Context: an optimization exercise on an open-source flow, tuned for a short achievable clock period and few clock cycles. The choices shown serve that exercise and are no tape-out recipe.
The RTL was checked by simulation tests, not by an equivalence proof against the original design.
No activity file was given, so power comes from the tool's default toggle rates.

==> design/flow/constraint.sdc <==
create_clock -name core_clock -period 8.0 [get_ports {clk_i}]
set_input_delay 1.6000 -clock core_clock [delete_from_list [all_inputs] [get_ports {clk_i}]]
set_output_delay 1.6000 -clock core_clock [all_outputs]
set_load 0.01 [all_outputs]
==> design/flow/config.mk <==
export PLATFORM = sky130hd
export DESIGN_NAME = micro_riscv_top
export DESIGN_NICKNAME = micro_riscv_top
export VERILOG_FILES = /design/flow/design.v
export SDC_FILE = /design/flow/constraint.sdc
export NUM_CORES = 8
export LEC_CHECK = 0
export CAP_MARGIN = 20
export CELL_PAD_IN_SITES_DETAIL_PLACEMENT = 1
export CELL_PAD_IN_SITES_GLOBAL_PLACEMENT = 2
export CORE_MARGIN = 2
export CORE_UTILIZATION = 25
export SETUP_SLACK_MARGIN = 5
export SLEW_MARGIN = 20
export SYNTH_HIERARCHICAL = 1
==> design/flow/run.sh <==
#!/bin/bash
# synth_recipe.tcl (not shown) runs the flow's synth.tcl, then flattens the netlist and writes it again
# the make line also repeats each setting of config.mk as NAME=value (left out here)
make -C /OpenROAD-flow-scripts/flow DESIGN_CONFIG=/design/flow/config.mk WORK_HOME=/design/flow/orfs CLKGATE_MAP_FILE= SYNTH_SCRIPT=/design/flow/synth_recipe.tcl finish
==> design/flow/design.v <==
package riscv_isa_pkg;
  localparam int INSN_W     = 32;
  localparam int REG_ADDR_W = 5;
  typedef enum logic [6:0] {
    OPC_JAL    = 7'b110_1111,
    OPC_JALR   = 7'b110_0111,
    OPC_BRANCH = 7'b110_0011,
    OPC_LOAD   = 7'b000_0011,
    OPC_STORE  = 7'b010_0011,
    OPC_IMM    = 7'b001_0011,
    OPC_ALSU   = 7'b011_0011,
    OPC_SYSTEM = 7'b111_0011
  } opcode_t;
  localparam logic [2:0] F3_ADD = 3'b000;
  localparam logic [2:0] F3_XOR = 3'b100;
  localparam logic [2:0] F3_OR  = 3'b110;
  localparam logic [2:0] F3_AND = 3'b111;
  localparam logic [2:0] F3_BEQ = 3'b000;
  localparam logic [2:0] F3_BNE = 3'b001;
  localparam logic [2:0] F3_BLT = 3'b100;
  localparam logic [2:0] F3_BGE = 3'b101;
  localparam logic [6:0] F7_BASE = 7'b000_0000;
  localparam logic [6:0] F7_ALT  = 7'b010_0000;
  localparam logic [31:0] EBREAK_WORD = 32'h0010_0073;
  typedef enum logic [1:0] {
    IMM_I,
    IMM_S,
    IMM_B,
    IMM_J
  } imm_kind_t;
endpackage
package core_pkg;
  localparam int XLEN     = 32;
  localparam int NUM_REGS = 32;
  localparam logic [XLEN-1:0] RESET_ADDR = '0;
  localparam logic [XLEN-1:0] NOP_WORD = 32'h0000_0013;
  typedef enum logic [3:0] {
    ALU_ADD,
    ALU_SUB,
    ALU_XOR,
    ALU_OR,
    ALU_AND,
    ALU_EQ,
    ALU_NE,
    ALU_LTS,
    ALU_GES
  } alu_op_t;
  typedef struct packed {
    alu_op_t alu_op;
    logic    use_imm;
    logic    is_branch;
    logic    is_jump;
    logic    jump_reg_base;
    logic    mem_read;
    logic    mem_write;
    logic    reg_write;
    logic    mem_to_reg;
    logic    halt;
  } ctrl_t;
  localparam int CTRL_W = 13;   
endpackage
`timescale 1ns/10ps
module g_inv   (input logic a, output logic y);                                  assign y = ~a;                      endmodule
module g_nand2 (input logic a, b, output logic y);                               assign y = ~(a & b);                endmodule
module g_nand3 (input logic a, b, c, output logic y);                            assign y = ~(a & b & c);            endmodule
module g_nand4 (input logic a, b, c, d, output logic y);                         assign y = ~(a & b & c & d);        endmodule
module g_nor2  (input logic a, b, output logic y);                               assign y = ~(a | b);                endmodule
module g_nor3  (input logic a, b, c, output logic y);                            assign y = ~(a | b | c);            endmodule
module g_nor4  (input logic a, b, c, d, output logic y);                         assign y = ~(a | b | c | d);        endmodule
module g_a22oi (input logic a1, a2, b1, b2, output logic y);                     assign y = ~((a1 & a2) | (b1 & b2)); endmodule
module g_xor2  (input logic a, b, output logic y);                               assign y = a ^ b;                   endmodule
module g_xnor2 (input logic a, b, output logic y);                               assign y = ~(a ^ b);                endmodule
module g_a21oi (input logic a1, a2, b1, output logic y);                         assign y = ~((a1 & a2) | b1);       endmodule
module g_o21ai (input logic a1, a2, b1, output logic y);                         assign y = ~((a1 | a2) & b1);       endmodule
module g_nand2b(input logic an, b, output logic y);                              assign y = ~(~an & b);              endmodule
module g_nor2b (input logic a, bn, output logic y);                              assign y = ~(a | ~bn);              endmodule
module g_and2  (input logic a, b, output logic y);                               assign y = a & b;                   endmodule
module g_or2   (input logic a, b, output logic y);                               assign y = a | b;                   endmodule
module g_mux2  (input logic s, a1, a0, output logic y);                          assign y = s ? a1 : a0;             endmodule
module g_o21a  (input logic a1, a2, b1, output logic y);                         assign y = (a1 | a2) & b1;          endmodule
module g_o31a  (input logic a1, a2, a3, b1, output logic y);                     assign y = (a1 | a2 | a3) & b1;     endmodule
module g_and3  (input logic a, b, c, output logic y);                            assign y = a & b & c;               endmodule
module g_and4  (input logic a, b, c, d, output logic y);                         assign y = a & b & c & d;           endmodule
module g_mux2i (input logic s, a1, a0, output logic y);                          assign y = ~(s ? a1 : a0);          endmodule
`timescale 1ns/10ps
module rf_slice #(
  parameter int W = 8
) (
  input  logic [31*W-1:0] regs_i,
  input  logic [4:0]      idx_i,
  output logic [W-1:0]    data_o
);
  logic [4:0] ni;
  for (genvar b = 0; b < 5; b++) begin : g_ni
    g_inv u_i (.a(idx_i[b]), .y(ni[b]));
  end
  logic [7:0] lo_n;
  logic [3:0] hi_n;
  for (genvar j = 0; j < 8; j++) begin : g_lo
    g_nand3 u_n (.a(j[0] ? idx_i[0] : ni[0]), .b(j[1] ? idx_i[1] : ni[1]), .c(j[2] ? idx_i[2] : ni[2]),
                 .y(lo_n[j]));
  end
  for (genvar j = 0; j < 4; j++) begin : g_hi
    g_nand2 u_n (.a(j[0] ? idx_i[3] : ni[3]), .b(j[1] ? idx_i[4] : ni[4]), .y(hi_n[j]));
  end
  logic [31:0] sel;
  assign sel[0] = 1'b0;
  for (genvar k = 1; k < 32; k++) begin : g_sel
    g_nor2 u_s (.a(lo_n[k % 8]), .b(hi_n[k / 8]), .y(sel[k]));
  end
  for (genvar b = 0; b < W; b++) begin : g_bit
    logic [31:0] r;
    assign r[0] = 1'b0;
    for (genvar k = 1; k < 32; k++) begin : g_r
      assign r[k] = regs_i[(k-1)*W + b];
    end
    logic [15:0] t;
    for (genvar p = 0; p < 16; p++) begin : g_t
      g_a22oi u_a (.a1(sel[2*p]), .a2(r[2*p]), .b1(sel[2*p+1]), .b2(r[2*p+1]), .y(t[p]));
    end
    logic [3:0] u;
    for (genvar q = 0; q < 4; q++) begin : g_u
      g_nand4 u_n (.a(t[4*q]), .b(t[4*q+1]), .c(t[4*q+2]), .d(t[4*q+3]), .y(u[q]));
    end
    logic [1:0] v;
    g_nor2  u_v0 (.a(u[0]), .b(u[1]), .y(v[0]));
    g_nor2  u_v1 (.a(u[2]), .b(u[3]), .y(v[1]));
    g_nand2 u_w  (.a(v[0]), .b(v[1]), .y(data_o[b]));
  end
endmodule
`timescale 1ns/10ps
module f_ctl (
  input  logic [31:0] ir_i,
  input  logic [4:0]  x_rd_i,
  input  logic        k_i,
  input  logic        lnk_i,
  input  logic        m_redir_i,
  input  logic        k1_i,
  input  logic        k2_i,
  input  logic        pnz_i,
  input  logic        pn3_i,
  input  logic        p5_i,
  input  logic        lnz_i,
  input  logic        ln3_i,
  output logic        s_hold_o,
  output logic        s_jal_o,
  output logic        s_br_o,
  output logic        s_jr_o,
  output logic        s_inc_o,
  output logic        stall_o,
  output logic        stall_n_o,
  output logic        go_o
);
  logic [31:0] ni;
  for (genvar b = 0; b < 32; b++) begin : g_ni
    g_inv u_i (.a(ir_i[b]), .y(ni[b]));
  end
  logic k_n, lnk_n;
  g_inv u_kn (.a(k_i),   .y(k_n));
  g_inv u_ln (.a(lnk_i), .y(lnk_n));
  logic [4:0] x1, x2;
  for (genvar b = 0; b < 5; b++) begin : g_x
    g_xnor2 u_1 (.a(ir_i[15+b]), .b(x_rd_i[b]), .y(x1[b]));
    g_xnor2 u_2 (.a(ir_i[20+b]), .b(x_rd_i[b]), .y(x2[b]));
  end
  logic e1a_n, e1b_n, e2a_n, e2b_n;
  g_nand3 u_e1a (.a(x1[0]), .b(x1[1]), .c(x1[2]), .y(e1a_n));
  g_nand2 u_e1b (.a(x1[3]), .b(x1[4]), .y(e1b_n));
  g_nand3 u_e2a (.a(x2[0]), .b(x2[1]), .c(x2[2]), .y(e2a_n));
  g_nand2 u_e2b (.a(x2[3]), .b(x2[4]), .y(e2b_n));
  logic jal_a_n, jal_b_n, jr_a_n, jr_b_n, br_a_n, br_b_n, rb_a_n, rb_b_n, x64;
  g_nand4 u_jla (.a(ir_i[6]), .b(ir_i[5]), .c(ir_i[3]), .d(ir_i[2]), .y(jal_a_n));
  g_nand3 u_jlb (.a(ir_i[1]), .b(ir_i[0]), .c(ni[4]), .y(jal_b_n));
  g_nand4 u_jra (.a(ir_i[6]), .b(ir_i[5]), .c(ir_i[2]), .d(ir_i[1]), .y(jr_a_n));
  g_nand3 u_jrb (.a(ir_i[0]), .b(ni[4]), .c(ni[3]), .y(jr_b_n));
  g_nand4 u_bra (.a(ir_i[6]), .b(ir_i[5]), .c(ir_i[1]), .d(ir_i[0]), .y(br_a_n));
  g_nand4 u_brb (.a(ni[4]), .b(ni[3]), .c(ni[2]), .d(ni[13]), .y(br_b_n));
  g_xor2  u_x64 (.a(ir_i[6]), .b(ir_i[4]), .y(x64));
  g_nand4 u_rba (.a(ir_i[5]), .b(ni[3]), .c(ni[2]), .d(ir_i[1]), .y(rb_a_n));
  g_nand2 u_rbb (.a(ir_i[0]), .b(x64), .y(rb_b_n));
  logic is_jal, nj, rb;
  g_nor2 u_isj (.a(jal_a_n), .b(jal_b_n), .y(is_jal));
  g_inv  u_nj  (.a(is_jal), .y(nj));
  g_nor2 u_rb  (.a(rb_a_n), .b(rb_b_n), .y(rb));
  logic e1k, e2k, st_n, st;
  g_nor3  u_e1k (.a(e1a_n), .b(e1b_n), .c(k_n), .y(e1k));
  g_nor3  u_e2k (.a(e2a_n), .b(e2b_n), .c(k_n), .y(e2k));
  g_a22oi u_st  (.a1(e1k), .a2(nj), .b1(e2k), .b2(rb), .y(st_n));
  g_inv   u_sti (.a(st_n), .y(st));
  logic e1l, is_jr, h1_n, h2_n, ones6, z1, z2, p1, p2, near_jr, gojr_n;
  g_nor3  u_e1l (.a(e1a_n), .b(e1b_n), .c(lnk_n), .y(e1l));
  g_nor2  u_isr (.a(jr_a_n), .b(jr_b_n), .y(is_jr));
  g_nand3 u_h1  (.a(ir_i[31]), .b(ir_i[30]), .c(ir_i[29]), .y(h1_n));
  g_nand3 u_h2  (.a(ir_i[28]), .b(ir_i[27]), .c(ir_i[26]), .y(h2_n));
  g_nor2  u_o6  (.a(h1_n), .b(h2_n), .y(ones6));
  g_nor3  u_z1  (.a(ir_i[31]), .b(ir_i[30]), .c(ir_i[29]), .y(z1));
  g_nor3  u_z2  (.a(ir_i[28]), .b(ir_i[27]), .c(ir_i[26]), .y(z2));
  g_nand2 u_p1  (.a(ones6), .b(lnz_i), .y(p1));
  g_nand3 u_p2  (.a(z1), .b(z2), .c(ln3_i), .y(p2));
  g_nand2 u_njr (.a(p1), .b(p2), .y(near_jr));
  g_nand3 u_gjr (.a(e1l), .b(is_jr), .c(near_jr), .y(gojr_n));
  logic b1_n, b2_n, bra, brb, pg_n, pg, gobr_n;
  g_nand4 u_b1  (.a(ir_i[31]), .b(ir_i[30]), .c(ir_i[29]), .d(ir_i[28]), .y(b1_n));
  g_nand3 u_b2  (.a(ir_i[27]), .b(ir_i[26]), .c(ir_i[7]), .y(b2_n));
  g_nor2  u_bo  (.a(br_a_n), .b(br_b_n), .y(bra));
  g_nor2  u_bi  (.a(b1_n), .b(b2_n), .y(brb));
  g_a21oi u_pgn (.a1(ir_i[25]), .a2(p5_i), .b1(pnz_i), .y(pg_n));
  g_inv   u_pg  (.a(pg_n), .y(pg));
  logic bp_n;
  g_nand3 u_gbb (.a(bra), .b(brb), .c(pg), .y(bp_n));
  logic r2z_a, r2z_b, r1z_a, r1z_b, f3bne, f3blt, c1_n, c2_n, nb1, nb2;
  g_nor3  u_r2a (.a(ir_i[24]), .b(ir_i[23]), .c(ir_i[22]), .y(r2z_a));
  g_nor2  u_r2b (.a(ir_i[21]), .b(ir_i[20]), .y(r2z_b));
  g_nor3  u_r1a (.a(ir_i[19]), .b(ir_i[18]), .c(ir_i[17]), .y(r1z_a));
  g_nor2  u_r1b (.a(ir_i[16]), .b(ir_i[15]), .y(r1z_b));
  g_nor3  u_fbn (.a(ir_i[14]), .b(ir_i[13]), .c(ni[12]), .y(f3bne));
  g_nor3  u_fbl (.a(ni[14]), .b(ir_i[13]), .c(ir_i[12]), .y(f3blt));
  g_nand4 u_c1  (.a(r2z_a), .b(r2z_b), .c(f3bne), .d(k1_i), .y(c1_n));
  g_nand4 u_c2  (.a(r1z_a), .b(r1z_b), .c(f3blt), .d(k2_i), .y(c2_n));
  g_nor3  u_nb1 (.a(e1a_n), .b(e1b_n), .c(c1_n), .y(nb1));
  g_nor3  u_nb2 (.a(e2a_n), .b(e2b_n), .c(c2_n), .y(nb2));
  logic [4:0] xs;
  for (genvar b = 0; b < 5; b++) begin : g_xs
    g_xnor2 u_x (.a(ir_i[15+b]), .b(ir_i[20+b]), .y(xs[b]));
  end
  logic sa_n, sb_n, same, l_eq, l_ne;
  g_nand3 u_ssa (.a(xs[0]), .b(xs[1]), .c(xs[2]), .y(sa_n));
  g_nand2 u_ssb (.a(xs[3]), .b(xs[4]), .y(sb_n));
  g_nor2  u_ssm (.a(sa_n), .b(sb_n), .y(same));
  g_xnor2 u_leq (.a(ir_i[14]), .b(ir_i[12]), .y(l_eq));
  g_nor2  u_lne (.a(ir_i[14]), .b(ni[12]), .y(l_ne));
  logic n3130, n2928, n2726, n2511, n1008, o4_n, f1a_n, f1b_n, f0, fe_n, fn_n, fp;
  g_nor2  u_n31 (.a(ir_i[31]), .b(ir_i[30]), .y(n3130));
  g_nor2  u_n29 (.a(ir_i[29]), .b(ir_i[28]), .y(n2928));
  g_nor2  u_n27 (.a(ir_i[27]), .b(ir_i[26]), .y(n2726));
  g_nor2  u_n25 (.a(ir_i[25]), .b(ir_i[11]), .y(n2511));
  g_nor2  u_n10 (.a(ir_i[10]), .b(ir_i[8]), .y(n1008));
  g_nand3 u_o4  (.a(n2511), .b(n1008), .c(ir_i[9]), .y(o4_n));
  g_nand3 u_f1a (.a(bra), .b(n3130), .c(n2928), .y(f1a_n));
  g_nand4 u_f1b (.a(n2726), .b(ni[7]), .c(o4_n), .d(pn3_i), .y(f1b_n));
  g_nor2  u_f0  (.a(f1a_n), .b(f1b_n), .y(f0));
  g_nand2 u_fen (.a(f0), .b(l_eq), .y(fe_n));
  g_nand2 u_fnn (.a(f0), .b(l_ne), .y(fn_n));
  g_mux2i u_fp  (.s(same), .a1(fe_n), .a0(fn_n), .y(fp));
  logic bk;
  g_nor3  u_bk  (.a(nb1), .b(nb2), .c(bp_n), .y(bk));
  g_nor2  u_gbr (.a(bk), .b(fp), .y(gobr_n));
  logic [3:0] jo_n;
  g_nand4 u_jo0 (.a(ir_i[31]), .b(ir_i[30]), .c(ir_i[29]), .d(ir_i[28]), .y(jo_n[0]));
  g_nand4 u_jo1 (.a(ir_i[27]), .b(ir_i[26]), .c(ir_i[20]), .d(ir_i[19]), .y(jo_n[1]));
  g_nand4 u_jo2 (.a(ir_i[18]), .b(ir_i[17]), .c(ir_i[16]), .d(ir_i[15]), .y(jo_n[2]));
  g_nand3 u_jo3 (.a(ir_i[14]), .b(ir_i[13]), .c(ir_i[12]), .y(jo_n[3]));
  logic [7:0] jp;
  g_nor2  u_jp0 (.a(ir_i[31]), .b(ir_i[30]), .y(jp[0]));
  g_nor2  u_jp1 (.a(ir_i[29]), .b(ir_i[28]), .y(jp[1]));
  g_nor2  u_jp2 (.a(ir_i[27]), .b(ir_i[26]), .y(jp[2]));
  g_nor2  u_jp3 (.a(ir_i[20]), .b(ir_i[19]), .y(jp[3]));
  g_nor2  u_jp4 (.a(ir_i[18]), .b(ir_i[17]), .y(jp[4]));
  g_nor2  u_jp5 (.a(ir_i[16]), .b(ir_i[15]), .y(jp[5]));
  g_nor2  u_jp6 (.a(ir_i[14]), .b(ir_i[13]), .y(jp[6]));
  assign jp[7] = ni[12];
  logic za_n, zb_n;
  g_nand4 u_za  (.a(jp[0]), .b(jp[1]), .c(jp[2]), .d(jp[3]), .y(za_n));
  g_nand4 u_zb  (.a(jp[4]), .b(jp[5]), .c(jp[6]), .d(jp[7]), .y(zb_n));
  logic w4a, w4b, w4_n;
  g_nor2  u_w4a (.a(ir_i[25]), .b(ir_i[24]), .y(w4a));
  g_nor2  u_w4b (.a(ir_i[23]), .b(ir_i[21]), .y(w4b));
  g_nand3 u_w4  (.a(w4a), .b(w4b), .c(ir_i[22]), .y(w4_n));
  logic jo01, jo23, oneok, q2a_n, zok, gojal_n;
  g_nor2  u_q01 (.a(jo_n[0]), .b(jo_n[1]), .y(jo01));
  g_nor2  u_q23 (.a(jo_n[2]), .b(jo_n[3]), .y(jo23));
  g_and3  u_q1  (.a(jo01), .b(jo23), .c(pnz_i), .y(oneok));
  g_nand2 u_z4  (.a(pn3_i), .b(w4_n), .y(q2a_n));
  g_nor3  u_zok (.a(za_n), .b(zb_n), .c(q2a_n), .y(zok));
  g_a22oi u_gjl (.a1(is_jal), .a2(oneok), .b1(is_jal), .b2(zok), .y(gojal_n));
  g_nor2  u_sh  (.a(st_n), .b(m_redir_i), .y(s_hold_o));
  g_nor2  u_sj  (.a(gojal_n), .b(m_redir_i), .y(s_jal_o));
  g_nor3  u_sb  (.a(gobr_n), .b(st), .c(m_redir_i), .y(s_br_o));
  g_nor2  u_sr  (.a(gojr_n), .b(m_redir_i), .y(s_jr_o));
  logic all_n;
  g_nand4 u_an  (.a(st_n), .b(gojal_n), .c(gobr_n), .d(gojr_n), .y(all_n));
  g_nor2  u_si  (.a(all_n), .b(m_redir_i), .y(s_inc_o));
  assign stall_o   = st;
  assign stall_n_o = st_n;
  g_nand3 u_go  (.a(gojal_n), .b(gobr_n), .c(gojr_n), .y(go_o));
endmodule
module dec_fields (
  input  logic [31:0] ir_i,
  input  logic [5:0]  pcm_i,
  input  logic        p5_i,
  input  logic [4:0]  x_rd_i,
  input  logic        k1_i,
  input  logic        k2_i,
  output logic        is_jal_o,
  output logic        is_jalr_o,
  output logic        op_rb_o,
  output logic        go_jal_o,
  output logic        go_br_o
);
  logic [6:0] opc;
  logic       s;
  assign opc       = ir_i[6:0];
  assign s         = ir_i[31];
  assign is_jal_o  = (opc == 7'b1101111);
  assign is_jalr_o = (opc == 7'b1100111);
  assign op_rb_o   = (opc == 7'b0110011) || (opc == 7'b1100011);
  assign go_jal_o  = is_jal_o && (ir_i[19:12] == {8{s}}) && (ir_i[20] == s) && (ir_i[30:26] == {5{s}}) &&
                     (s ? (pcm_i != 6'd0) : (pcm_i != 6'h3f)) &&
                     !({s, ir_i[19:12], ir_i[20], ir_i[30:21]} == 20'd2);
  logic same, likely;
  assign same      = (ir_i[19:15] == ir_i[24:20]);
  assign likely    = same ? (ir_i[14] == ir_i[12]) : (!ir_i[14] && ir_i[12]);
  logic exit_n;
  assign exit_n    = !((ir_i[14:12] == 3'b001) && (ir_i[24:20] == 5'd0) && (ir_i[19:15] == x_rd_i) && k1_i) &&
                     !((ir_i[14:12] == 3'b100) && (ir_i[19:15] == 5'd0) && (ir_i[24:20] == x_rd_i) && k2_i);
  assign go_br_o   = (opc == 7'b1100011) && !ir_i[13] &&
                     ((s && ir_i[7] && (ir_i[30:26] == 5'h1f) && ((pcm_i != 6'd0) || (ir_i[25] && p5_i)) && exit_n) ||
                      (!s && !ir_i[7] && (ir_i[30:26] == 5'h00) && (pcm_i != 6'h3f) && likely &&
                       !({ir_i[25], ir_i[11:8]} == 5'b00010)));
endmodule
module c_gojr (
  input  logic [31:0] ir_i,
  input  logic [4:0]  x_rd_i,
  input  logic        lnk_i,
  input  logic [5:0]  lkm_i,
  output logic        go_o
);
  assign go_o = (ir_i[6:0] == 7'b1100111) && lnk_i && (x_rd_i == ir_i[19:15]) &&
                (ir_i[30:26] == {5{ir_i[31]}}) && (ir_i[31] ? (lkm_i != 6'd0) : (lkm_i != 6'h3f));
endmodule
module c_opsel (
  input  logic [4:0] rs_i,
  input  logic       none_i,
  input  logic [4:0] x_rd_i,
  input  logic       w_i,
  input  logic       m_wen_i,
  input  logic [4:0] m_rd_i,
  output logic       res_o,
  output logic       wb_o,
  output logic       reg_o
);
  logic fwd, byp;
  assign fwd   = w_i && (x_rd_i == rs_i);
  assign byp   = m_wen_i && (m_rd_i == rs_i);
  assign res_o = !none_i && fwd;
  assign wb_o  = !none_i && !fwd && byp;
  assign reg_o = !none_i && !fwd && !byp;
endmodule
module x_branch (
  input  logic [31:0] a_i,
  input  logic [31:0] b_i,
  input  logic        dif31_i,
  input  logic        valid_i,
  input  logic        m_redir_i,
  input  logic        br_i,
  input  logic        blt_i,
  input  logic        inv_i,
  input  logic        pred_i,
  input  logic        off4_i,
  input  logic        off8_i,
  input  logic        ebreak_i,
  input  logic        fin_i,
  output logic        live_o,
  output logic [3:0]  sx_n_o,
  output logic        halt_o,
  output logic        sxk_o,
  output logic        e_n_o
);
  logic [31:0] x;
  logic [7:0]  n4;
  logic [3:0]  e8;
  logic        ne;
  for (genvar i = 0; i < 32; i++) begin : g_x
    g_xnor2 u_x (.a(a_i[i]), .b(b_i[i]), .y(x[i]));
  end
  for (genvar i = 0; i < 8; i++) begin : g_n4
    g_nand4 u_n (.a(x[4*i]), .b(x[4*i+1]), .c(x[4*i+2]), .d(x[4*i+3]), .y(n4[i]));
  end
  for (genvar i = 0; i < 4; i++) begin : g_e8
    g_nor2 u_e (.a(n4[2*i]), .b(n4[2*i+1]), .y(e8[i]));
  end
  g_nand4 u_ne (.a(e8[0]), .b(e8[1]), .c(e8[2]), .d(e8[3]), .y(ne));
  logic q, t1, t0, e1, e0, sd, c_eq, c_ltd, c_lts;
  assign live_o = valid_i && !m_redir_i;
  assign q      = live_o && br_i;
  assign t1     = !pred_i && !off4_i;
  assign t0     = pred_i;
  assign e1     = inv_i ? t0 : t1;    
  assign e0     = inv_i ? t1 : t0;    
  assign sd     = a_i[31] != b_i[31];
  assign c_eq   = q && !blt_i;
  assign c_ltd  = q && blt_i && !sd;
  assign c_lts  = q && blt_i && sd && (a_i[31] ? e1 : e0);
  for (genvar k = 0; k < 4; k++) begin : g_sx
    logic u1, u2;
    g_mux2 u_m1 (.s(ne),      .a1(c_eq && e0),  .a0(c_eq && e1),  .y(u1));
    g_mux2 u_m2 (.s(dif31_i), .a1(c_ltd && e1), .a0(c_ltd && e0), .y(u2));
    g_nor3 u_sx (.a(u1), .b(u2), .c(c_lts), .y(sx_n_o[k]));
  end
  logic v1, v2, sx_k;
  g_mux2 u_v1 (.s(ne),      .a1(c_eq && e0),  .a0(c_eq && e1),  .y(v1));
  g_mux2 u_v2 (.s(dif31_i), .a1(c_ltd && e1), .a0(c_ltd && e0), .y(v2));
  g_nor3 u_vk (.a(v1), .b(v2), .c(c_lts), .y(sx_k));
  assign halt_o = live_o && ebreak_i;
  assign sxk_o  = sx_k;
  assign e_n_o  = !(m_redir_i || fin_i || halt_o);
endmodule
module x_enter (
  input  logic sx_n_i,
  input  logic e_n_i,
  input  logic st_n_i,
  input  logic writes_i,
  input  logic is_ld_i,
  input  logic is_lnk_i,
  input  logic is_dm1_i,
  output logic valid_o,
  output logic wen_o,
  output logic ld_o,
  output logic lnk_o,
  output logic dm1_o
);
  g_and3 u_v (.a(sx_n_i), .b(e_n_i), .c(st_n_i), .y(valid_o));
  g_and4 u_w (.a(sx_n_i), .b(e_n_i), .c(st_n_i), .d(writes_i), .y(wen_o));
  g_and4 u_d (.a(sx_n_i), .b(e_n_i), .c(st_n_i), .d(is_ld_i),  .y(ld_o));
  g_and4 u_k (.a(sx_n_i), .b(e_n_i), .c(st_n_i), .d(is_lnk_i), .y(lnk_o));
  g_and4 u_m (.a(sx_n_i), .b(e_n_i), .c(st_n_i), .d(is_dm1_i), .y(dm1_o));
endmodule
module x_count (
  input  logic [11:0] a_i,
  input  logic        dm1_i,
  output logic        k1_o,
  output logic        k2_o
);
  logic [2:0] z;
  g_nor4 u_z0 (.a(a_i[1]), .b(a_i[2]), .c(a_i[3]), .d(a_i[4]), .y(z[0]));
  g_nor4 u_z1 (.a(a_i[5]), .b(a_i[6]), .c(a_i[7]), .d(a_i[8]), .y(z[1]));
  g_nor3 u_z2 (.a(a_i[9]), .b(a_i[10]), .c(a_i[11]), .y(z[2]));
  logic k2_n;
  g_nand4 u_k1 (.a(dm1_i), .b(z[0]), .c(z[1]), .d(z[2]), .y(k2_n));
  g_inv   u_i2 (.a(k2_n), .y(k2_o));
  g_and2  u_i1 (.a(k2_o), .b(a_i[0]), .y(k1_o));
endmodule
module f_decode (
  input  logic [31:0] ir_i,
  output logic        is_addi_o,
  output logic        is_r_o,
  output logic        is_ld_o,
  output logic        is_st_o,
  output logic        is_br_o,
  output logic        is_jal_o,
  output logic        is_jalr_o,
  output logic        is_ebreak_o,
  output logic        op_rb_o,
  output logic        jal_short_o,
  output logic        go_jal_o,
  output logic        go_br_o,
  output logic        writes_o
);
  logic [6:0] opc;
  logic [2:0] f3;
  logic [6:0] f7;
  assign opc = ir_i[6:0];
  assign f3  = ir_i[14:12];
  assign f7  = ir_i[31:25];
  assign is_addi_o   = (opc == 7'b0010011) && (f3 == 3'b000);
  assign is_r_o      = (opc == 7'b0110011) &&
                       (((f7 == 7'b0000000) && (f3 == 3'b000 || f3 == 3'b100 || f3 == 3'b110 || f3 == 3'b111)) ||
                        ((f7 == 7'b0100000) && (f3 == 3'b000)));
  assign is_ld_o     = (opc == 7'b0000011);
  assign is_st_o     = (opc == 7'b0100011);
  assign is_br_o     = (opc == 7'b1100011) && !f3[1];
  assign is_jal_o    = (opc == 7'b1101111);
  assign is_jalr_o   = (opc == 7'b1100111);
  assign is_ebreak_o = (ir_i == 32'h0010_0073);
  assign op_rb_o     = (opc == 7'b0110011) || (opc == 7'b1100011);
  assign jal_short_o = (ir_i[19:12] == {8{ir_i[31]}}) && (ir_i[20] == ir_i[31]);
  assign go_jal_o    = is_jal_o && jal_short_o &&
                       !({ir_i[31], ir_i[19:12], ir_i[20], ir_i[30:21]} == 20'd2);
  assign go_br_o     = is_br_o && ir_i[31];
  assign writes_o    = (is_addi_o | is_r_o | is_ld_o | is_jal_o | is_jalr_o) && (ir_i[11:7] != 5'd0);
endmodule
`timescale 1ns/10ps
module pg_gen #(
  parameter int W = 32
) (
  input  logic [W-1:0] a_i,
  input  logic [W-1:0] b_i,
  output logic [W-1:0] p_o,
  output logic [W-1:0] g_o
);
  assign p_o = a_i ^ b_i;
  assign g_o = a_i & b_i;
endmodule
module ks_tree #(
  parameter int W = 32
) (
  input  logic [W-1:0] p_i,
  input  logic [W-1:0] g_i,
  input  logic         cin_i,
  output logic [W-1:0] c_o
);
  function automatic int ceil_log2(input int v);
    ceil_log2 = 0;
    for (int i = 0; i < 31; i++) begin
      if ((1 << i) < v) ceil_log2 = i + 1;
    end
  endfunction
  localparam int L = ceil_log2(W);
  logic [W-1:0] gg [0:L];
  logic [W-1:0] pp [0:L];
  always_comb begin
    gg[0]    = g_i;
    pp[0]    = p_i;
    gg[0][0] = g_i[0] | (p_i[0] & cin_i);
    for (int l = 0; l < L; l++) begin
      for (int i = 0; i < W; i++) begin
        if (i >= (1 << l)) begin
          gg[l+1][i] = gg[l][i] | (pp[l][i] & gg[l][i - (1 << l)]);
          pp[l+1][i] = pp[l][i] & pp[l][i - (1 << l)];
        end else begin
          gg[l+1][i] = gg[l][i];
          pp[l+1][i] = pp[l][i];
        end
      end
    end
    c_o = gg[L];
  end
endmodule
module ks_add #(
  parameter int W = 32
) (
  input  logic [W-1:0] a_i,
  input  logic [W-1:0] b_i,
  input  logic         cin_i,
  output logic [W-1:0] sum_o,
  output logic         cout_o
);
  logic [W-1:0] p, g, c;
  pg_gen  #(.W(W)) u_pg   (.a_i(a_i), .b_i(b_i), .p_o(p), .g_o(g));
  ks_tree #(.W(W)) u_tree (.p_i(p), .g_i(g), .cin_i(cin_i), .c_o(c));
  assign sum_o  = p ^ {c[W-2:0], cin_i};
  assign cout_o = c[W-1];
endmodule
module inc_dec #(
  parameter int W = 20
) (
  input  logic [W-1:0] v_i,
  output logic [W-1:0] inc_o,
  output logic [W-1:0] dec_o
);
  ks_add #(.W(W)) u_inc (.a_i(v_i), .b_i({W{1'b0}}), .cin_i(1'b1), .sum_o(inc_o), .cout_o());
  ks_add #(.W(W)) u_dec (.a_i(v_i), .b_i({W{1'b1}}), .cin_i(1'b0), .sum_o(dec_o), .cout_o());
endmodule
module mux2w #(
  parameter int W = 32
) (
  input  logic         s_i,
  input  logic [W-1:0] a_i,
  input  logic [W-1:0] b_i,
  output logic [W-1:0] y_o
);
  assign y_o = s_i ? a_i : b_i;
endmodule
module ks_add_g #(
  parameter int W    = 32,
  parameter int CIN  = 0,
  parameter int INVB = 0
) (
  input  logic [W-1:0] a_i,
  input  logic [W-1:0] b_i,
  output logic [W-1:0] sum_o,
  output logic         cout_o
);
  function automatic int ceil_log2(input int v);
    ceil_log2 = 0;
    for (int i = 0; i < 31; i++) begin
      if ((1 << i) < v) ceil_log2 = i + 1;
    end
  endfunction
  localparam int L = ceil_log2(W);
  logic [W-1:0] gg [0:L];
  logic [W-1:0] pp [0:L];
  logic [W-1:0] pn;
  for (genvar i = 0; i < W; i++) begin : g_pg
    if (INVB == 1) begin : g_ib
      g_xor2 u_p (.a(a_i[i]), .b(b_i[i]), .y(pn[i]));
      if (i == 0 && CIN == 1) begin : g_c1
        g_nor2b  u_g (.a(a_i[i]), .bn(b_i[i]), .y(gg[0][i]));
      end else begin : g_c0
        g_nand2b u_g (.an(b_i[i]), .b(a_i[i]), .y(gg[0][i]));
      end
    end else begin : g_b
      g_xnor2 u_p (.a(a_i[i]), .b(b_i[i]), .y(pn[i]));
      if (i == 0 && CIN == 1) begin : g_c1
        g_nor2  u_g (.a(a_i[i]), .b(b_i[i]), .y(gg[0][i]));
      end else begin : g_c0
        g_nand2 u_g (.a(a_i[i]), .b(b_i[i]), .y(gg[0][i]));
      end
    end
    assign pp[0][i] = pn[i];
  end
  for (genvar l = 0; l < L; l++) begin : g_lvl
    localparam int D = 1 << l;
    for (genvar i = 0; i < W; i++) begin : g_b
      if (i >= D) begin : g_op
        if (l % 2 == 0) begin : g_neg_in
          g_o21ai u_g (.a1(pp[l][i]), .a2(gg[l][i-D]), .b1(gg[l][i]), .y(gg[l+1][i]));
          g_nor2  u_p (.a(pp[l][i]), .b(pp[l][i-D]), .y(pp[l+1][i]));
        end else begin : g_pos_in
          g_a21oi u_g (.a1(pp[l][i]), .a2(gg[l][i-D]), .b1(gg[l][i]), .y(gg[l+1][i]));
          g_nand2 u_p (.a(pp[l][i]), .b(pp[l][i-D]), .y(pp[l+1][i]));
        end
      end else begin : g_pass
        g_inv u_g (.a(gg[l][i]), .y(gg[l+1][i]));
        g_inv u_p (.a(pp[l][i]), .y(pp[l+1][i]));
      end
    end
  end
  for (genvar i = 0; i < W; i++) begin : g_s
    if (i == 0) begin : g_s0
      if (CIN == 1) begin : g_1
        assign sum_o[0] = pn[0];
      end else begin : g_0
        g_inv u_s (.a(pn[0]), .y(sum_o[0]));
      end
    end else if (L % 2 == 1) begin : g_pos
      g_xnor2 u_s (.a(pn[i]), .b(gg[L][i-1]), .y(sum_o[i]));
    end else begin : g_neg
      g_xor2 u_s (.a(pn[i]), .b(gg[L][i-1]), .y(sum_o[i]));
    end
  end
  if (L % 2 == 1) begin : g_co_pos
    assign cout_o = gg[L][W-1];
  end else begin : g_co_neg
    g_inv u_co (.a(gg[L][W-1]), .y(cout_o));
  end
endmodule
`timescale 1ns/10ps
module ao_sel #(
  parameter int N = 8,
  parameter int W = 32
) (
  input  logic [N*W-1:0] d_i,
  input  logic [N-1:0]   s_i,
  input  logic [W-1:0]   or_i,
  output logic [W-1:0]   y_o
);
  always_comb begin
    y_o = or_i;
    for (int k = 0; k < N; k++) begin
      y_o = y_o | ({W{s_i[k]}} & d_i[k*W +: W]);
    end
  end
endmodule
module ao6_g #(
  parameter int W = 8
) (
  input  logic [6*W-1:0] d_i,
  input  logic [5:0]     s_i,
  output logic [W-1:0]   y_o
);
  for (genvar b = 0; b < W; b++) begin : g_b
    logic [2:0] t;
    for (genvar p = 0; p < 3; p++) begin : g_p
      g_a22oi u_a (.a1(s_i[2*p]), .a2(d_i[(2*p)*W + b]), .b1(s_i[2*p+1]), .b2(d_i[(2*p+1)*W + b]), .y(t[p]));
    end
    g_nand3 u_n (.a(t[0]), .b(t[1]), .c(t[2]), .y(y_o[b]));
  end
endmodule
module op_slice #(
  parameter int W = 8
) (
  input  logic [W-1:0]   rf_i,
  input  logic           reg_i,
  input  logic [7*W-1:0] res_i,
  input  logic [6:0]     res_s_i,
  input  logic           res_en_i,
  input  logic [W-1:0]   wb_i,
  input  logic           wb_en_i,
  input  logic [W-1:0]   ex_i,
  input  logic           ex_en_i,
  output logic [W-1:0]   y_o
);
  logic [6:0]   s;
  logic [W-1:0] o;
  assign s = {7{res_en_i}} & res_s_i;
  always_comb begin
    o = ({W{wb_en_i}} & wb_i) | ({W{ex_en_i}} & ex_i);
    for (int k = 0; k < 7; k++) o = o | ({W{s[k]}} & res_i[k*W +: W]);
  end
  assign y_o = reg_i ? rf_i : o;
endmodule
`timescale 1ns/10ps
module micro_riscv_top (
  input  logic        clk_i,
  input  logic        reset_i,
  output logic [31:0] instr_addr_o,
  input  logic [31:0] instr_rdata_i,
  output logic [31:0] data_addr_o,
  input  logic [31:0] data_rdata_i,
  output logic [31:0] data_wdata_o,
  output logic        data_re_o,
  output logic        data_we_o,
  output logic        finish_o
);
  logic [31:0] pc_f, pc_o;
  logic        x_valid, x_wen, x_ld, x_st, x_br, x_mjump, x_ebreak, x_lnk;
  logic        x_s_add, x_s_addi, x_s_sub, x_s_xor, x_s_or, x_s_and, x_s_lnk;
  logic        x_dm1;
  logic        x_pred, x_off4, x_off8, x_blt, x_inv, x_fsd;
  logic [4:0]  x_rd;
  logic [31:0] x_a, x_b, x_off, x_link;
  logic [11:0] x_pcl, x_bimm;
  logic [19:0] x_hi_c1, x_hi_c0;
  logic        m_re, m_we, m_ld, m_redir;
  logic [31:1] m_wsel;
  logic [4:0]  m_rd;
  logic        m_wen;
  logic [31:0] m_result, m_addr, m_wdata, m_tgt;
  logic        fin, fin_o;
  logic [31:0] regs [1:31];
  logic [31:0] wb_data;
  assign wb_data = m_ld ? data_rdata_i : m_result;
  logic [31:0] ir;
  assign ir = instr_rdata_i;
  logic [6:0] opc;
  logic [2:0] f3;
  logic [6:0] f7;
  logic [4:0] rd, rs1, rs2;
  assign opc = ir[6:0];
  assign f3  = ir[14:12];
  assign f7  = ir[31:25];
  assign rd  = ir[11:7];
  assign rs1 = ir[19:15];
  assign rs2 = ir[24:20];
  logic is_addi, is_r, is_ld, is_st, is_br, is_jal, is_jalr, is_ebreak, op_rb;
  logic jal_short, dec_gojal, dec_gobr, writes;
  f_decode u_dec (.ir_i(ir), .is_addi_o(is_addi), .is_r_o(is_r), .is_ld_o(is_ld), .is_st_o(is_st),
                  .is_br_o(is_br), .is_jal_o(is_jal), .is_jalr_o(is_jalr), .is_ebreak_o(is_ebreak),
                  .op_rb_o(op_rb), .jal_short_o(jal_short), .go_jal_o(dec_gojal), .go_br_o(dec_gobr),
                  .writes_o(writes));
  logic [31:0] iimm, simm, bimm, jimm;
  assign iimm = {{20{ir[31]}}, ir[31:20]};
  assign simm = {{20{ir[31]}}, ir[31:25], ir[11:7]};
  assign bimm = {{19{ir[31]}}, ir[31], ir[7], ir[30:25], ir[11:8], 1'b0};
  assign jimm = {{11{ir[31]}}, ir[31], ir[19:12], ir[20], ir[30:21], 1'b0};
  logic k1, k2;
  x_count u_cnt (.a_i(x_a[11:0]), .dm1_i(x_dm1), .k1_o(k1), .k2_o(k2));
  logic k_ld, k_lnk, k_w;
  assign k_ld  = x_ld && x_wen;
  assign k_lnk = x_lnk;
  assign k_w   = x_wen && !x_ld;
  logic go_jr, fsd_n, a_res, a_wb, a_reg, b_res, b_wb, b_reg;
  c_gojr  u_gojr  (.ir_i(ir), .x_rd_i(x_rd), .lnk_i(k_lnk), .lkm_i(x_link[11:6]), .go_o(go_jr));
  c_opsel u_asel (.rs_i(rs1), .none_i(is_jal), .x_rd_i(x_rd), .w_i(k_w), .m_wen_i(m_wen), .m_rd_i(m_rd),
                  .res_o(a_res), .wb_o(a_wb), .reg_o(a_reg));
  c_opsel u_bsel (.rs_i(rs2), .none_i(1'b0), .x_rd_i(x_rd), .w_i(k_w), .m_wen_i(m_wen), .m_rd_i(m_rd),
                  .res_o(b_res), .wb_o(b_wb), .reg_o(b_reg));
  assign fsd_n = k_ld && (x_rd == rs2);
  logic [31:0] rf_a, rf_b;
  for (genvar s = 0; s < 4; s++) begin : g_rf
    logic [31*8-1:0] slice;
    always_comb begin
      for (int k = 1; k < 32; k++) slice[(k-1)*8 +: 8] = regs[k][s*8 +: 8];
    end
    rf_slice #(.W(8)) u_a (.regs_i(slice), .idx_i(rs1), .data_o(rf_a[s*8 +: 8]));
    rf_slice #(.W(8)) u_b (.regs_i(slice), .idx_i(rs2), .data_o(rf_b[s*8 +: 8]));
  end
  logic [31:0] pc_inc;
  assign pc_inc = pc_f + 32'd4;
  logic [19:0] pc_hi_p, pc_hi_m;
  inc_dec #(.W(20)) u_pc_hi (.v_i(pc_f[31:12]), .inc_o(pc_hi_p), .dec_o(pc_hi_m));
  logic [11:0] br_lo, jal_lo, jr_lo;
  logic        br_c, jal_c, jr_c;
  ks_add_g #(.W(12), .CIN(0)) u_br_lo  (.a_i(pc_f[11:0]),   .b_i(bimm[11:0]), .sum_o(br_lo),  .cout_o(br_c));
  ks_add_g #(.W(12), .CIN(0)) u_jal_lo (.a_i(pc_f[11:0]),   .b_i(jimm[11:0]), .sum_o(jal_lo), .cout_o(jal_c));
  ks_add_g #(.W(12), .CIN(0)) u_jr_lo  (.a_i(x_link[11:0]), .b_i(iimm[11:0]), .sum_o(jr_lo),  .cout_o(jr_c));
  logic [19:0] pc_hi_c1, pc_hi_c0;
  assign pc_hi_c1 = ir[31] ? pc_f[31:12] : pc_hi_p;
  assign pc_hi_c0 = ir[31] ? pc_hi_m     : pc_f[31:12];
  logic [31:0] t_br, t_jal, t_jr;
  assign t_br  = {pc_f[31:12], br_lo};
  assign t_jal = {pc_f[31:12], jal_lo};
  assign t_jr  = {x_link[31:12], jr_lo[11:1], 1'b0};
  logic go_jal, go_br, jal4;
  logic f_isjal, f_isjalr, f_oprb;
  dec_fields u_df (.ir_i(ir), .pcm_i(pc_f[11:6]), .p5_i(pc_f[5]), .x_rd_i(x_rd), .k1_i(k1), .k2_i(k2), .is_jal_o(f_isjal), .is_jalr_o(f_isjalr),
                   .op_rb_o(f_oprb), .go_jal_o(go_jal), .go_br_o(go_br));
  assign jal4 = ({ir[31], ir[19:12], ir[20], ir[30:21]} == 20'd2);
  logic [31:0] sum, dif, adr, r_xor, r_or, r_and;
  ks_add_g #(.W(32), .CIN(0)) u_add (.a_i(x_a), .b_i(x_b), .sum_o(sum), .cout_o());
  ks_add_g #(.W(32), .CIN(1), .INVB(1)) u_sub (.a_i(x_a), .b_i(x_b), .sum_o(dif), .cout_o());
  ks_add_g #(.W(32), .CIN(0)) u_adr (.a_i(x_a), .b_i(x_off), .sum_o(adr), .cout_o());
  assign r_xor = x_a ^ x_b;
  assign r_or  = x_a | x_b;
  assign r_and = x_a & x_b;
  logic [32*7-1:0] res_d;
  logic [6:0]      res_s;
  assign res_d = {x_link, r_and, r_or, r_xor, dif, adr, sum};
  assign res_s = {x_s_lnk, x_s_and, x_s_or, x_s_xor, x_s_sub, x_s_addi, x_s_add};
  logic [31:0] res;
  ao_sel #(.N(7)) u_res (.d_i(res_d), .s_i(res_s), .or_i(32'd0), .y_o(res));
  logic [31:0] a_n, b_n;
  for (genvar g = 0; g < 4; g++) begin : g_op
    logic [55:0] rd8;
    for (genvar k = 0; k < 7; k++) begin : g_k
      assign rd8[k*8 +: 8] = res_d[k*32 + g*8 +: 8];
    end
    op_slice #(.W(8)) u_a (.rf_i(rf_a[g*8 +: 8]), .reg_i(a_reg), .res_i(rd8), .res_s_i(res_s), .res_en_i(a_res),
                           .wb_i(wb_data[g*8 +: 8]), .wb_en_i(a_wb), .ex_i(pc_f[g*8 +: 8]), .ex_en_i(is_jal),
                           .y_o(a_n[g*8 +: 8]));
    op_slice #(.W(8)) u_b (.rf_i(rf_b[g*8 +: 8]), .reg_i(b_reg), .res_i(rd8), .res_s_i(res_s), .res_en_i(b_res),
                           .wb_i(wb_data[g*8 +: 8]), .wb_en_i(b_wb), .ex_i(8'd0), .ex_en_i(1'b0),
                           .y_o(b_n[g*8 +: 8]));
  end
  logic [11:0] xt_lo;
  logic        xt_c;
  logic [19:0] xt_hi;
  logic [31:0] x_alt;
  ks_add_g #(.W(12), .CIN(0)) u_xt_lo (.a_i(x_pcl), .b_i(x_bimm), .sum_o(xt_lo), .cout_o(xt_c));
  mux2w #(.W(20)) u_xt_hi (.s_i(xt_c), .a_i(x_hi_c1), .b_i(x_hi_c0), .y_o(xt_hi));
  assign x_alt = x_pred ? x_link : {xt_hi, xt_lo};
  logic x_live, x_halt, x_sxk, x_en;
  logic [3:0] sx_n;
  logic [31:0] cmp;
  ks_add_g #(.W(32), .CIN(1), .INVB(1)) u_cmp (.a_i(x_a), .b_i(x_b), .sum_o(cmp), .cout_o());
  x_branch u_xbr (.a_i(x_a), .b_i(x_b), .dif31_i(cmp[31]), .valid_i(x_valid), .m_redir_i(m_redir),
                  .br_i(x_br), .blt_i(x_blt), .inv_i(x_inv), .pred_i(x_pred), .off4_i(x_off4),
                  .off8_i(x_off8), .ebreak_i(x_ebreak), .fin_i(fin),
                  .live_o(x_live), .sx_n_o(sx_n), .halt_o(x_halt), .sxk_o(x_sxk), .e_n_o(x_en));
  logic f_st, f_st_n, f_go, f_sh, f_sj, f_sb, f_sr, f_si;
  logic pnz, pn3, lnz, ln3;
  assign pnz = |pc_f[11:6];
  assign pn3 = !(&pc_f[11:6]);
  assign lnz = |x_link[11:6];
  assign ln3 = !(&x_link[11:6]);
  f_ctl u_fc (.ir_i(ir), .x_rd_i(x_rd), .k_i(k_ld), .lnk_i(k_lnk), .m_redir_i(m_redir), .k1_i(k1), .k2_i(k2),
              .pnz_i(pnz), .pn3_i(pn3), .p5_i(pc_f[5]), .lnz_i(lnz), .ln3_i(ln3),
              .s_hold_o(f_sh), .s_jal_o(f_sj), .s_br_o(f_sb), .s_jr_o(f_sr), .s_inc_o(f_si),
              .stall_o(f_st), .stall_n_o(f_st_n), .go_o(f_go));
  logic xv_n, xw_n, xl_n, xk_n;
  logic xd_n;
  x_enter u_xn (.sx_n_i(x_sxk), .e_n_i(x_en), .st_n_i(f_st_n), .writes_i(writes), .is_ld_i(is_ld),
                .is_lnk_i((is_jal || is_jalr) && (rd != 5'd0)),
                .is_dm1_i(is_addi && (rs1 == rd) && (rd != 5'd0) && (ir[31:20] == 12'hfff)),
                .valid_o(xv_n), .wen_o(xw_n), .ld_o(xl_n), .lnk_o(xk_n), .dm1_o(xd_n));
  logic [31:0] pc_p, pc_n;
  for (genvar g = 0; g < 4; g++) begin : g_pcs
    logic s_hold, s_jal, s_br, s_jr, s_inc, st, st_n, go;
    f_ctl u_pcsel (.ir_i(ir), .x_rd_i(x_rd), .k_i(k_ld), .lnk_i(k_lnk), .m_redir_i(m_redir || reset_i), .k1_i(k1), .k2_i(k2),
                   .pnz_i(pnz), .pn3_i(pn3), .p5_i(pc_f[5]), .lnz_i(lnz), .ln3_i(ln3),
                   .s_hold_o(s_hold), .s_jal_o(s_jal), .s_br_o(s_br), .s_jr_o(s_jr), .s_inc_o(s_inc),
                   .stall_o(st), .stall_n_o(st_n), .go_o(go));
    ao6_g #(.W(8)) u_pc_p (.d_i({pc_f[g*8 +: 8], m_tgt[g*8 +: 8], t_jal[g*8 +: 8], t_br[g*8 +: 8],
                                 t_jr[g*8 +: 8], pc_inc[g*8 +: 8]}),
                           .s_i({s_hold, m_redir, s_jal, s_br, s_jr, s_inc}), .y_o(pc_p[g*8 +: 8]));
  end
  for (genvar g = 0; g < 4; g++) begin : g_pcx
    mux2w #(.W(8)) u_pc_n  (.s_i(sx_n[g]), .a_i(pc_p[g*8 +: 8]),  .b_i(x_alt[g*8 +: 8]), .y_o(pc_n[g*8 +: 8]));
  end
  logic [31:1] wsel_n;
  always_comb begin
    for (int k = 1; k < 32; k++) wsel_n[k] = x_live && x_wen && (x_rd == 5'(k));
  end
  always_ff @(posedge clk_i or posedge reset_i) begin
    if (reset_i) begin
      pc_f    <= 32'd0;
      x_valid <= 1'b0;
      x_wen   <= 1'b0;
      x_ld    <= 1'b0;
      x_lnk   <= 1'b0;
      x_dm1   <= 1'b0;
      m_re    <= 1'b0;
      m_we    <= 1'b0;
      m_wen   <= 1'b0;
      m_wsel  <= '0;
      m_redir <= 1'b0;
      fin     <= 1'b0;
      fin_o   <= 1'b0;
    end else begin
      pc_f <= pc_n;
      x_valid <= xv_n;
      x_wen   <= xw_n;
      x_ld    <= xl_n;
      x_lnk   <= xk_n;
      x_dm1   <= xd_n;
      m_re    <= x_live && x_ld;
      m_we    <= x_live && x_st;
      m_wen   <= x_live && x_wen;
      m_wsel  <= wsel_n;
      m_redir <= x_live && x_mjump;
      fin   <= fin   || x_halt;
      fin_o <= fin_o || x_halt;
    end
  end
  always_ff @(posedge clk_i) begin
    pc_o <= pc_n;
  end
  always_ff @(posedge clk_i) begin
    x_st     <= is_st;
    x_br     <= is_br;
    x_mjump  <= (is_jalr && !go_jr) || (is_jal && !go_jal && !jal4);
    x_ebreak <= is_ebreak;
    x_s_add  <= is_r && (f3 == 3'b000) && !f7[5];
    x_s_addi <= is_addi;
    x_s_sub  <= is_r && (f3 == 3'b000) && f7[5];
    x_s_xor  <= is_r && (f3 == 3'b100);
    x_s_or   <= is_r && (f3 == 3'b110);
    x_s_and  <= is_r && (f3 == 3'b111);
    x_s_lnk  <= is_jal || is_jalr;
    x_pred   <= go_br;
    x_off4   <= (bimm == 32'd4);
    x_off8   <= (bimm == 32'd8);
    x_blt    <= f3[2];
    x_inv    <= f3[0];
    x_rd     <= rd;
    x_fsd    <= fsd_n;
    x_a      <= a_n;
    x_b      <= b_n;
    x_off    <= is_st ? simm : (is_jal ? jimm : iimm);
    x_link   <= pc_inc;
    x_pcl    <= pc_f[11:0];
    x_bimm   <= bimm[11:0];
    x_hi_c1  <= pc_hi_c1;
    x_hi_c0  <= pc_hi_c0;
    m_ld     <= x_ld;
    m_rd     <= x_rd;
    m_result <= res;
    m_addr   <= adr;
    m_wdata  <= x_fsd ? data_rdata_i : x_b;
    m_tgt    <= x_mjump ? {adr[31:1], 1'b0} : x_alt;
  end
  always_ff @(posedge clk_i or posedge reset_i) begin
    if (reset_i) begin
      for (int i = 1; i < 32; i++) regs[i] <= 32'd0;
    end else begin
      for (int i = 1; i < 32; i++) begin
        if (m_wsel[i]) regs[i] <= wb_data;
      end
    end
  end
  assign instr_addr_o = pc_o;
  assign data_addr_o  = m_addr;
  assign data_wdata_o = m_wdata;
  assign data_re_o    = m_re;
  assign data_we_o    = m_we;
  assign finish_o     = fin_o;
endmodule
==> results.txt, run 1 <==
status complete, no violations; Final min period just over 3 ns; Worst-path clk slew roughly 0.06 ns; Clock Latency Late Sink 0.91 ns; drt initial violations 6,126; final hold violation count 0; Syn Inst Count roughly 9,600; clk root buf clkbuf_16; PwrDens approximately 200 nW/µm²; share of post-route cells with drive strength above 1 roughly a third; Peak supply drop ~0.00017 V; Max-Cap Viols 0; # DRC 0; fmax 0.325 GHz; final global-route overflow total 0; mapped cell area approximately 88,000 µm²; Tcrit/Tclk final 38.4%; RSZ-0062 raised after global routing true; crit-path max FO 6; PortBufs roughly 160; hpwl dp ~300,000 µm; Worst slew margin between 20 and 25%; Critical Path AT about 3.8 ns; Net Sw Frac 34.8%; Slew @ Worst Pin between 1 and 1.5 ns; most frequent cells in the layout nor2_1 (1,504), a22oi_2 (1,129), a21oi_1 (1,111), dfrtp_1 (1,027), nand2_1 (461); Pins Over Slew Limit 0; WS Path Type in2reg; Ys Warns 25; CTS max path bufs 4; CTS tree yes; Die H about 600 µm; GPL Wtd Cong slightly below 0.9; Area growth syn-to-layout 24.0%; Net Switching around 7.6 mW; die area between 300,000 and 400,000 µm²; core area about 350,000 µm²; Int Pwr 14.3 mW; DRT Pass-1 Iters 9; first-pass GRT wire length approximately 600,000 µm; Setup crit end kind register; WL/cell between 20 and 30 µm; CP required about 9 ns; synthesized area per cell ~9.1 µm²; nets 10,400; CTS HTree Levels 4; Total Routed Length between 400,000 and 500,000 µm; Starting Density between 20% and 30%; critical path startpoint category input pin; site row count about 220; clk_skew 0.102 ns; Final ANT Viol Nets 0; worst hold path class reg2reg; vias in the first global route between 80,000 and 90,000; largest net degree at the start of global routing ~150; initial antenna violation count 23; Die X ~600 µm; CTS Buf Count between 150 and 200; final setup violation count 0; via/cell ratio between 5 and 6; Pleak approximately 39 nW; Clock power frac about two fifths; most common cell after layout, fill and taps aside nor2_1; Sink Count between 1,000 and 1,500; fin cells between 10,000 and 15,000; GRT Total Usage 22.7%; I/O pins 165; total number of vias between 80,000 and 90,000; Placed Cells 14,500; cts hold-fix bufs 0; Total Neg Setup Slack 0 ns; Reg power frac 36.2%; Logic pwr share between 20% and 30%
[cell type report]
type | instances | area [µm²]
inverters | 415 | 1610
well taps | 4599 | 5750
flip-flops and latches | 1420 | 34100
multi-input cells | 7597 | 55100
diodes | 15 | 37.5
clock inverters | 73 | 918
fillers | 39700 | 241000
repair buffers | 621 | 6560
clock buffers | 253 | 5160
[repair_timing]
| action | CTS | global route |
|---|---|---|
| gates cloned | 10 | 17 |
| setup endpoints to repair | 474 | 296 |
| endpoints found under the hold margin | 0 | 0 |
| buffers inserted | 39 | 116 |
| gates resized for setup | 1177 | 430 |
| pin swaps | 56 | 101 |
[power groups by stage]
stage          Clock (mW)  Combinational, mW  Sequential (mW)
6_report             8.57               5.41             7.93
5_1_grt              9.05               5.73             7.96
4_1_cts              8.79               5.09             7.91
3_5_place_dp            0               4.93             8.04
3_3_place_gp            0               4.86             8.02
2_1_floorplan           0               2.67             7.98
[flip-flops by register name (all words and copies together) (netlist names), 4 cells and up]
signal and count:
regs 992, x_a 32, x_hi_c1 20, m_rd 5, m_addr 32, x_off 21
pc_f 32, pc_o 32, x_hi_c0 20, m_wdata 32, x_rd 4, m_tgt 32
m_result 32, x_link 30, x_b 32, x_pcl 12, m_wsel 31
[worst max-delay path, stage by stage]
cell and delay, ns:
buf_8 0.10, buf_12 0.14, clkinv_4 0.04, nand4_1 0.09, nor2_2 0.23, nand3_2 0.13
nor2_4 0.14, nand2_2 0.08, mux2i_4 0.18, nor2_4 0.05, buf_12 0.14, nand4_1 0.14
nor2_4 0.07, buf_12 0.16, a22oi_2 0.14, nand3_1 0.11, mux2_4 0.28
[worst paths after layout]
check	from	to	slack, ns	cells after the start
min in group asynchronous	reset_i	regs[18][11]	1.51	3
worst max-delay path	instr_rdata_i[13]	pc_f[19]	4.92	17
worst min-delay path	x_ld	m_ld	0.43	0
worst min register to register	x_ld	m_ld	0.43	0
max in group asynchronous	reset_i	regs[4][20]	5.37	4
worst max register to register	pc_f[3]	pc_f[18]	5.04	9
[per-layer routing]
metal | wire length, µm | GRT usage, % | up-vias
met5 | 32 | 0 | -
met4 | 17800 | 8.27 | 4
met3 | 19800 | 2.44 | 639
met2 | 199000 | 37.3 | 2082
met1 | 190000 | 30.7 | 41700
li1 | - | - | 36100
[through the flow]
| stage | util [%] | setup WS, ns | instance area [µm²] | total power [mW] | hold WS (ns) |
|---|---|---|---|---|---|
| after global placement | 27.7 | 2.45 | 96800 | 12.9 | 0.413 |
| after floorplan | - | -8.30 | 89100 | 10.7 | 0.373 |
| after CTS | 30.3 | 4.92 | 106000 | 21.8 | 0.428 |
| after detailed placement | 27.7 | 2.46 | 97000 | 13.0 | 0.412 |
| final | 31.2 | 4.92 | 109000 | 21.9 | 0.426 |
| after global routing | 31.2 | 4.86 | 109000 | 22.7 | 0.454 |
Testbench counts, summed over its fixed seeds: cycles 66,291.
==> inputs of run 2 (changes only) <==
--- a/design/flow/config.mk
+++ b/design/flow/config.mk
@@ -11,4 +11,5 @@
 export CORE_MARGIN = 2
 export CORE_UTILIZATION = 25
+export PLACE_DENSITY = 0.5
 export SETUP_SLACK_MARGIN = 5
 export SLEW_MARGIN = 20
==> run 2 against run 1 <==
Net effect:
- first-iteration DRC count fell by 7.1%
- largest cell class unchanged
- synthesized area did not move
- maximum frequency fell by 2.1%
- highest routed layer unchanged
- clock skew fell by 0.017 ns
- count of clock-buffer cells in the layout rose by 26
- clock power rose by 2.5%
- sequential power fell by 0.5%
- critical path depth fell by 4
- critical endpoint is now x_b[20]
- register-to-register slack got worse by 0.07 ns
- cell count rose by 1.4%
- routed wire length rose by 9.4%
- die area did not move
==> results.txt, run 2 <==
Area growth syn-to-layout 28.4%; Slowest-stage cell, CP nor2_4; synthesized area per cell 9.14 µm² (unchanged); final hold violation count 0 (unchanged); CP required 8.77 ns (+0.02 ns); DRT Pass-1 Iters 9 (unchanged); share of post-route cells with drive strength above 1 33.9% (+2.4 points); critical path startpoint category input pin; Clock Latency Late Sink 0.93 ns (+0.02 ns); CP bufs+invs 5 (unchanged); status complete, no violations; I/O pins 165 (unchanged); via/cell ratio 5.33 (-0.73%); GPL Wtd Cong 0.878 (-1.7%); most common cell after layout, fill and taps aside nor2_1; Final min period 3.14 ns (+0.0673 ns); final setup violation count 0 (unchanged); CTS HTree Levels 4 (unchanged); core area 350,000 µm² (unchanged); most frequent cells in the layout nor2_1 (1,504), a22oi_2 (1,129), a21oi_1 (1,111), dfrtp_1 (1,029), buf_4 (430); Final Util 32.3% (+1.1 points); R2R cell count 11 (+2); hpwl dp 322,000 µm (+6.9%); # DRC 0 (unchanged); Ys Warns 25 (unchanged); Die X 598 µm (unchanged); Final ANT Viol Nets 0 (unchanged); worst hold path stage count 0 (unchanged); total number of vias 81,000 (+0.66%); cell mode on critical path buf_16; drt initial violations 5,690 (-7.1%); Die H 598 µm (unchanged); GRT Total Usage 25.1% (+2.4 points); Setup crit end kind register; crit-path cells buf_16 -> buf_16 -> buf_16 -> clkinvlp_4 -> buf_6 -> nand3_4 -> nor2_4 -> a22oi_2 -> nand4_1 -> nor2_4 -> nand2_4 -> nor2b_1 -> a21oi_1; final global-route overflow total 0 (unchanged); worst hold path class reg2reg; area of the multi-input gates 56,300 µm² (+2.1%); largest reg by FF count regs; max FFs per register 992 (unchanged); Placed Cells 14,500 (+0.35%); PwrDens 201 nW/µm² (+0.17%); Peak supply drop 0.000146 V (-12%); site row count 217 (unchanged); Pins Over Slew Limit 0 (unchanged); crit-path max FO 8 (+2); RR Startpoint x_b[26]; clk_skew 0.0846 ns (-0.0171 ns); RR Endpoint pc_f[9]; WL/cell 30.7 µm (+7.9%); clk root buf clkbuf_16; PortBufs 164 (unchanged); Slew @ Worst Pin 1.38 ns (+0.222 ns); Min-Delay Endpoint m_ld; Pleak 41.2 nW (+4.7%); Max-Cap Viols 0 (unchanged); die area 357,000 µm² (unchanged); Worst slew margin 7.36% (-15 points); CTS Buf Count 191 (+7.3%); Syn Inst Count 9,644 (unchanged); Crit path largest cell delay 0.33 ns (+0.05 ns); Worst path top cell family by delay simple AND/OR/NAND/NOR gates; fmax 0.318 GHz (-2.1%); # fillers 39,400 (-0.84%); register area 34,100 µm² (about the same); WS Path Type in2reg; Worst-path clk slew 0.05 ns (about the same); R2R Setup Slk 4.97 ns (-0.07 ns); first-pass GRT wire length 649,000 µm (+8.1%); largest net degree at the start of global routing 157 (+5.4%); vias in the first global route 82,100 (-0.79%); Pwr Total 22.7 mW (+3.7%); fin cells 15,200 (+1.4%); mapped cell area 88,100 µm² (unchanged); RSZ-0062 raised after global routing true; WHS 0.439 ns (+0.0131 ns); Tcrit/Tclk final 39.3% (+0.84 points); CTS max path bufs 4 (unchanged); Hold Startpoint x_ld; Starting Density 25.2% (unchanged); Total Routed Length 467,000 µm (+9.4%); initial antenna violation count 21 (-8.7%); CTS tree yes; Critical Path AT 3.91 ns (+0.08 ns); Sink Count 1,420 (unchanged); nets 10,600 (+2.0%)
==> run 2: changes by cell type in the layout (fill, tap and decap cells not counted), moves of 13 or more <==
cell and change:
dfxtp_2 +13, nand2_2 +15, xnor2_4 +20, nor2_4 +35, buf_4 +94, nand2_4 +21
nand3_1 -17, nor2b_1 -22, buf_12 +36, buf_6 +52, nand3_4 +20, nor2_2 -35
nand2_1 -36
==> run 2: area by class of cell <==
cell class	count	share of cell area [%]
Clock inverter	67	0.606
Multi-Input combinational cell	7600	49.8
Timing Repair Buffer	815	8.05
Clock buffer	279	4.92
Sequential cell	1420	30.1
Tap cell	4599	5.09
Inverter	415	1.45
Antenna cell	8	0.0177
==> run 2: per-layer routing <==
layer / vias to the layer above / GRT usage (%) / share of wire (%)
li1: 36500 / - / -
met1: 42200 / 35.4 / 47
met2: 1817 / 41.0 / 46
met3: 504 / 2.23 / 3.8
met4: 2 / 6.42 / 2.9
met5: - / 0 / 0.0028
==> run 2: worst max-delay path by stage <==
stage	endpoint	cells past startpoint	slack (ns)	from
final	x_b[20]	13	4.86	instr_rdata_i[20]
after global routing	x_b[22]	14	4.85	instr_rdata_i[20]
after CTS	pc_f[2]	12	4.79	instr_rdata_i[23]
after detailed placement	pc_f[24]	14	2.28	instr_rdata_i[4]
after global placement	pc_f[24]	14	2.19	instr_rdata_i[4]
after floorplan	fin	1	-8.30	reset_i
==> run 2: where the power goes <==
group          switching (mW)  internal [mW]  total (mW)
clock                    3.67           5.11        8.78
sequential              0.393           7.50        7.89
combinational            4.01           2.05        6.06
==> run 2: per-stage QoR <==
| step | setup TNS (ns) | area [µm²] | setup WS (ns) |
|---|---|---|---|
| floorplan | -8849.30 | 89100 | -8.30 |
| global placement | 0 | 97300 | 2.19 |
| detailed placement | 0 | 97500 | 2.28 |
| CTS | 0 | 109000 | 4.79 |
| global route | 0 | 113000 | 4.85 |
| finish | 0 | 113000 | 4.86 |
==> run 2: what timing repair did <==
| action | 4_1_cts | 5_1_grt |
|---|---|---|
| setup endpoints to repair | 474 | 535 |
| hold buffers | 0 | 0 |
| setup buffers | 116 | 167 |
| resized for setup | 1323 | 581 |
| pin swaps | 97 | 300 |
| cloned | 29 | 17 |

## what the ideal ports hide
No port has a modelled driver above. Below, the same layouts with a new extraction and two added sets of constraints. Step 1: set_driving_cell puts a clkbuf_16 on clk_i and a buf_2 on each other input, an assumption about the parent block. Step 2 moves the port delays by t, midway between the first and last clock arrival at a register: inputs arrive t later, outputs are due t later. That takes back most of the time a late clock gives input paths. Three values: ideal ports, drivers, drivers and shift; two values: the first two.
run | t (ns) | setup WS [ns] | worst setup path after step 2 | clock arrival spread, ns | pins driven straight from the clock port
run 1 | 0.960 | 4.924 / 4.719 / 3.760 | input to register | 0.112 / 0.113 | 1
run 2 | 0.976 | 4.857 / 4.811 / 3.835 | input to register | 0.093 / 0.093 | 1
After both steps setup and hold are still met in every run listed. The setup slack of run 1, which loses most, moves by -0.205 ns with the drivers and by -1.164 ns with both steps.
